This design comes from an exercise in tuning for small area and a short achievable clock period on the open sky130 flow, not from production work.
Function was checked by simulation only, so behaviour that the tests miss may differ from the original.
Power figures rest on the tool's default switching activity, not on a simulated workload.

==> job 8908 <==
==> flow/design.v <==
module rf_aoi3 (
  input  logic a0, a1, a2, s0, s1, s2,
  output logic y
);
  assign y = ~((a0 & s0) | (a1 & s1) | (a2 & s2));
endmodule
module rf_nand2 (
  input  logic a, s,
  output logic y
);
  assign y = ~(a & s);
endmodule
module rf_nand3 (
  input  logic a, b, c,
  output logic y
);
  assign y = ~(a & b & c);
endmodule
module rf_oai41 (
  input  logic a, b, c, d, e,
  output logic y
);
  assign y = ~((a | b | c | d) & e);
endmodule
module rf_hold (
  input  logic q, w, e, en,
  output logic y
);
  assign y = (w & e) | (q & en);
endmodule
module rf_rdbit (
  input  logic [31:0] d,
  input  logic [31:0] s,
  input  logic        nohit,
  input  logic        bn,
  output logic        y
);
  logic [10:0] n;
  for (genvar g = 0; g < 10; g++) begin : g_aoi
    rf_aoi3 u (.a0(d[3*g+1]), .a1(d[3*g+2]), .a2(d[3*g+3]),
               .s0(s[3*g+1]), .s1(s[3*g+2]), .s2(s[3*g+3]), .y(n[g]));
  end
  rf_nand2 u_l (.a(d[31]), .s(s[31]), .y(n[10]));
  logic [3:0] o;
  rf_nand3 u_o0 (.a(n[0]), .b(n[1]), .c(n[2]), .y(o[0]));
  rf_nand3 u_o1 (.a(n[3]), .b(n[4]), .c(n[5]), .y(o[1]));
  rf_nand3 u_o2 (.a(n[6]), .b(n[7]), .c(n[8]), .y(o[2]));
  rf_nand2 u_o3 (.a(n[9]), .s(n[10]), .y(o[3]));
  logic t;
  rf_oai41 u_t (.a(o[0]), .b(o[1]), .c(o[2]), .d(o[3]), .e(nohit), .y(t));
  rf_nand2 u_y (.a(t), .s(bn), .y(y));
endmodule
module rf_portsel (
  input  logic [4:0]  a,
  input  logic [4:0]  ex_rd,
  input  logic [4:0]  mem_rd,
  input  logic [4:0]  wa,
  input  logic        exq,
  input  logic        memq,
  input  logic        wbq,
  input  logic        ldq,
  output logic [31:0] dec,
  output logic        sel_ex,
  output logic        sel_mem,
  output logic        sel_wb,
  output logic        nohit,
  output logic        ld_h
);
  logic ex_eq;
  assign ex_eq   = (ex_rd == a);
  assign sel_ex  = exq  && ex_eq;
  assign ld_h    = ldq  && ex_eq;
  assign sel_mem = memq && (mem_rd == a);
  assign sel_wb  = wbq  && (wa == a);
  assign nohit   = !(sel_ex || sel_mem || sel_wb);
  for (genvar i = 0; i < 32; i++) begin : g_dec
    assign dec[i] = (a == 5'(i));
  end
endmodule
module regfile_fwd_sb #(
  parameter  int XLEN  = 32,
  parameter  int NREGS = 32,
  localparam int AW    = $clog2(NREGS)
) (
  input  logic            clk,
  input  logic            rst_n,
  input  logic [AW-1:0]   rs1,
  input  logic [AW-1:0]   rs2,
  input  logic            we,
  input  logic [AW-1:0]   wa,
  input  logic [XLEN-1:0] wd,
  input  logic            ex_fwd,
  input  logic            ex_load,
  input  logic [AW-1:0]   ex_rd,
  input  logic [XLEN-1:0] ex_data,
  input  logic            mem_fwd,
  input  logic [AW-1:0]   mem_rd,
  input  logic [XLEN-1:0] mem_data,
  input  logic            iss_valid,
  input  logic [AW-1:0]   iss_rd,
  output logic [XLEN-1:0] rd1,
  output logic [XLEN-1:0] rd2,
  output logic            stall,
  output logic            ready
);
  logic [AW:0] cnt;
  logic        run_q, run;
  assign run_q = cnt[AW];
  assign run   = run_q && rst_n;
  always_ff @(posedge clk) begin
    if (!rst_n)      cnt <= '0;
    else if (!run_q) cnt <= cnt + 1'b1;
  end
  logic [NREGS-1:1][XLEN-1:0] regfile;
  logic [XLEN-1:0]            wdat;
  assign wdat = run_q ? wd : '0;
  for (genvar i = 1; i < NREGS; i++) begin : g_reg
    logic            wr, e, en;
    logic [XLEN-1:0] nxt;
    assign wr = we && (wa == AW'(i));
    assign e  = !run_q || wr;
    assign en = run_q && !wr;
    for (genvar b = 0; b < XLEN; b++) begin : g_b
      rf_hold u (.q(regfile[i][b]), .w(wdat[b]), .e(e), .en(en), .y(nxt[b]));
    end
    always_ff @(posedge clk) regfile[i] <= nxt;
  end
  logic [NREGS-1:0] pending;
  always_ff @(posedge clk) begin
    if (!run) begin
      pending <= '0;
    end else begin
      for (int i = 1; i < NREGS; i++) begin
        if (iss_valid && iss_rd == AW'(i))  pending[i] <= 1'b1;
        else if (we && wa == AW'(i))        pending[i] <= 1'b0;
      end
      pending[0] <= 1'b0;
    end
  end
  logic ex_ok, ld_ok, mem_ok, wb_ok, memq, wbq;
  assign ex_ok  = ex_fwd  && (ex_rd  != '0);
  assign ld_ok  = ex_load && (ex_rd  != '0);
  assign mem_ok = mem_fwd && (mem_rd != '0);
  assign wb_ok  = we      && (wa     != '0);
  assign memq   = mem_ok && !(ex_ok && (ex_rd == mem_rd));
  assign wbq    = wb_ok  && !(ex_ok && (ex_rd == wa)) && !(mem_ok && (mem_rd == wa));
  logic [1:0][AW-1:0]   rs;
  logic [1:0][XLEN-1:0] rd_p;
  logic [1:0]           hold_p;
  assign rs = {rs2, rs1};
  for (genvar p = 0; p < 2; p++) begin : g_port
    logic [31:0] dec;
    logic        sel_ex, sel_mem, sel_wb, nohit, ld_h;
    rf_portsel u_sel (
      .a(rs[p]), .ex_rd(ex_rd), .mem_rd(mem_rd), .wa(wa),
      .exq(ex_ok), .memq(memq), .wbq(wbq), .ldq(ld_ok),
      .dec(dec), .sel_ex(sel_ex), .sel_mem(sel_mem), .sel_wb(sel_wb),
      .nohit(nohit), .ld_h(ld_h)
    );
    for (genvar b = 0; b < XLEN; b++) begin : g_bit
      logic [31:0] d;
      logic        bn;
      assign d[0] = 1'b0;
      for (genvar i = 1; i < NREGS; i++) begin : g_d
        assign d[i] = regfile[i][b];
      end
      rf_aoi3 u_byp (.a0(ex_data[b]), .a1(mem_data[b]), .a2(wd[b]),
                     .s0(sel_ex), .s1(sel_mem), .s2(sel_wb), .y(bn));
      rf_rdbit u_bit (.d(d), .s(dec), .nohit(nohit), .bn(bn), .y(rd_p[p][b]));
    end
    rf_rdbit u_pend (.d(pending), .s(dec), .nohit(nohit), .bn(!ld_h), .y(hold_p[p]));
  end
  assign rd1   = rd_p[0];
  assign rd2   = rd_p[1];
  assign stall = !run || (|hold_p);
  assign ready = run;
endmodule
==> flow/flow/run.sh <==
#!/bin/bash
# Own layout flow: the standard ORFS flow, with buf_2 port buffers
# and a clock tree of clkbuf_8 leaves driving up to 16 flip-flops each,
# without dummy loads.
set -euo pipefail
cp standard.sh standard.sh.log
bash standard.sh \
  "BUFFER_PORTS_ARGS=-buffer_cell sky130_fd_sc_hd__buf_2" \
  "CTS_ARGS=-sink_clustering_enable -repair_clock_nets -dont_use_dummy_load -sink_clustering_size 16 -sink_clustering_max_diameter 60 -buf_list {sky130_fd_sc_hd__clkbuf_8}" \
  finish > make.log 2>&1
==> flow/standard.sh <==
#!/bin/bash
# synth_recipe.tcl (not shown) runs the flow's synth.tcl, then flattens the netlist and writes it again
# the make line also repeats each setting of config.mk as NAME=value (left out here)
make -C /OpenROAD-flow-scripts/flow DESIGN_CONFIG=/design/flow/config.mk WORK_HOME=/design/flow/orfs CLKGATE_MAP_FILE= SYNTH_SCRIPT=/design/flow/synth_recipe.tcl "${@:-finish}"
==> flow/config.mk <==
export PLATFORM = sky130hd
export DESIGN_NAME = regfile_fwd_sb
export DESIGN_NICKNAME = regfile_fwd_sb
export VERILOG_FILES = /design/flow/design.v
export SDC_FILE = /design/flow/constraint.sdc
export NUM_CORES = 4
export LEC_CHECK = 0
export CAP_MARGIN = 20
export CORE_MARGIN = 2
export CORE_UTILIZATION = 45
export SETUP_SLACK_MARGIN = 2.5
export SLEW_MARGIN = 20
export SYNTH_HIERARCHICAL = 1
export SYNTH_MINIMUM_KEEP_SIZE = 0
==> flow/constraint.sdc <==
create_clock -name core_clock -period 7.0 [get_ports {clk}]
set_input_delay 1.4000 -clock core_clock [delete_from_list [all_inputs] [get_ports {clk}]]
set_output_delay 1.4000 -clock core_clock [all_outputs]
set_load 0.01 [all_outputs]
==> job 8248 (differences from job 8908) <==
--- a/flow/design.v
+++ b/flow/design.v
@@ -18,7 +18,13 @@
 endmodule
-module rf_oai41 (
-  input  logic a, b, c, d, e,
+module rf_nand4 (
+  input  logic a, b, c, d,
   output logic y
 );
-  assign y = ~((a | b | c | d) & e);
+  assign y = ~(a & b & c & d);
+endmodule
+module rf_oai31 (
+  input  logic a, b, c, e,
+  output logic y
+);
+  assign y = ~((a | b | c) & e);
 endmodule
@@ -43,9 +49,8 @@
   rf_nand2 u_l (.a(d[31]), .s(s[31]), .y(n[10]));
-  logic [3:0] o;
-  rf_nand3 u_o0 (.a(n[0]), .b(n[1]), .c(n[2]), .y(o[0]));
-  rf_nand3 u_o1 (.a(n[3]), .b(n[4]), .c(n[5]), .y(o[1]));
-  rf_nand3 u_o2 (.a(n[6]), .b(n[7]), .c(n[8]), .y(o[2]));
-  rf_nand2 u_o3 (.a(n[9]), .s(n[10]), .y(o[3]));
+  logic [2:0] o;
+  rf_nand4 u_o0 (.a(n[0]), .b(n[1]), .c(n[2]), .d(n[3]), .y(o[0]));
+  rf_nand4 u_o1 (.a(n[4]), .b(n[5]), .c(n[6]), .d(n[7]), .y(o[1]));
+  rf_nand3 u_o2 (.a(n[8]), .b(n[9]), .c(n[10]), .y(o[2]));
   logic t;
-  rf_oai41 u_t (.a(o[0]), .b(o[1]), .c(o[2]), .d(o[3]), .e(nohit), .y(t));
+  rf_oai31 u_t (.a(o[0]), .b(o[1]), .c(o[2]), .e(nohit), .y(t));
   rf_nand2 u_y (.a(t), .s(bn), .y(y));
--- a/flow/config.mk
+++ b/flow/config.mk
@@ -10,3 +10,3 @@
 export CORE_UTILIZATION = 45
-export SETUP_SLACK_MARGIN = 2.5
+export SETUP_SLACK_MARGIN = 1.5
 export SLEW_MARGIN = 20
==> run summary <==
* Pwr dens at 196.2 nW/µm²
* Fin crit share at 0.8099
* Clk slew on worst S/H paths at 0.08 ns
* Mapped Avg Cell Area at 11.57 µm²
* Shortest period the worst path allows at 5.669 ns
* Status: no timing/DRC/antenna violations
* Buffers and inverters on the worst path at 3
* Net Sw Frac at 0.2464
# the run above: job 8248

==> run summary <==
* Buffers and inverters on the worst path at 4
* Net Sw Frac at 0.2548
* Status: no timing/DRC/antenna violations
* Shortest period the worst path allows at 5.514 ns
# the run above: job 8908

-- separate check: timing with driven ports --
No port has a modelled driver above. Below, the same layouts with a new extraction and two added sets of constraints.
Step 1: set_driving_cell puts a clkbuf_16 on clk and a buf_2 on each other input, an assumption about the parent block.
Step 2 adds t to the input delays and takes it off the output delays; t is the mean of the earliest and latest rising clock arrival at the registers after step 1. Input paths then give back, and output paths get back, about the clock's delay inside the block.
Three values: ideal, step 1, step 2; two values: the first two.
| run | t, ns | slack for setup (ns) | worst setup path at the end |
|---|---|---|---|
| job 8908 | 0.844 | 1.486 / 1.426 / 1.426 | input to output |
| job 8248 | 0.812 | 1.331 / 1.309 / 1.309 | input to output |
After both steps setup and hold are still met in every run listed. For job 8908, which loses most, drivers alone change the setup slack by -0.060 ns; drivers and shift together by -0.060 ns.
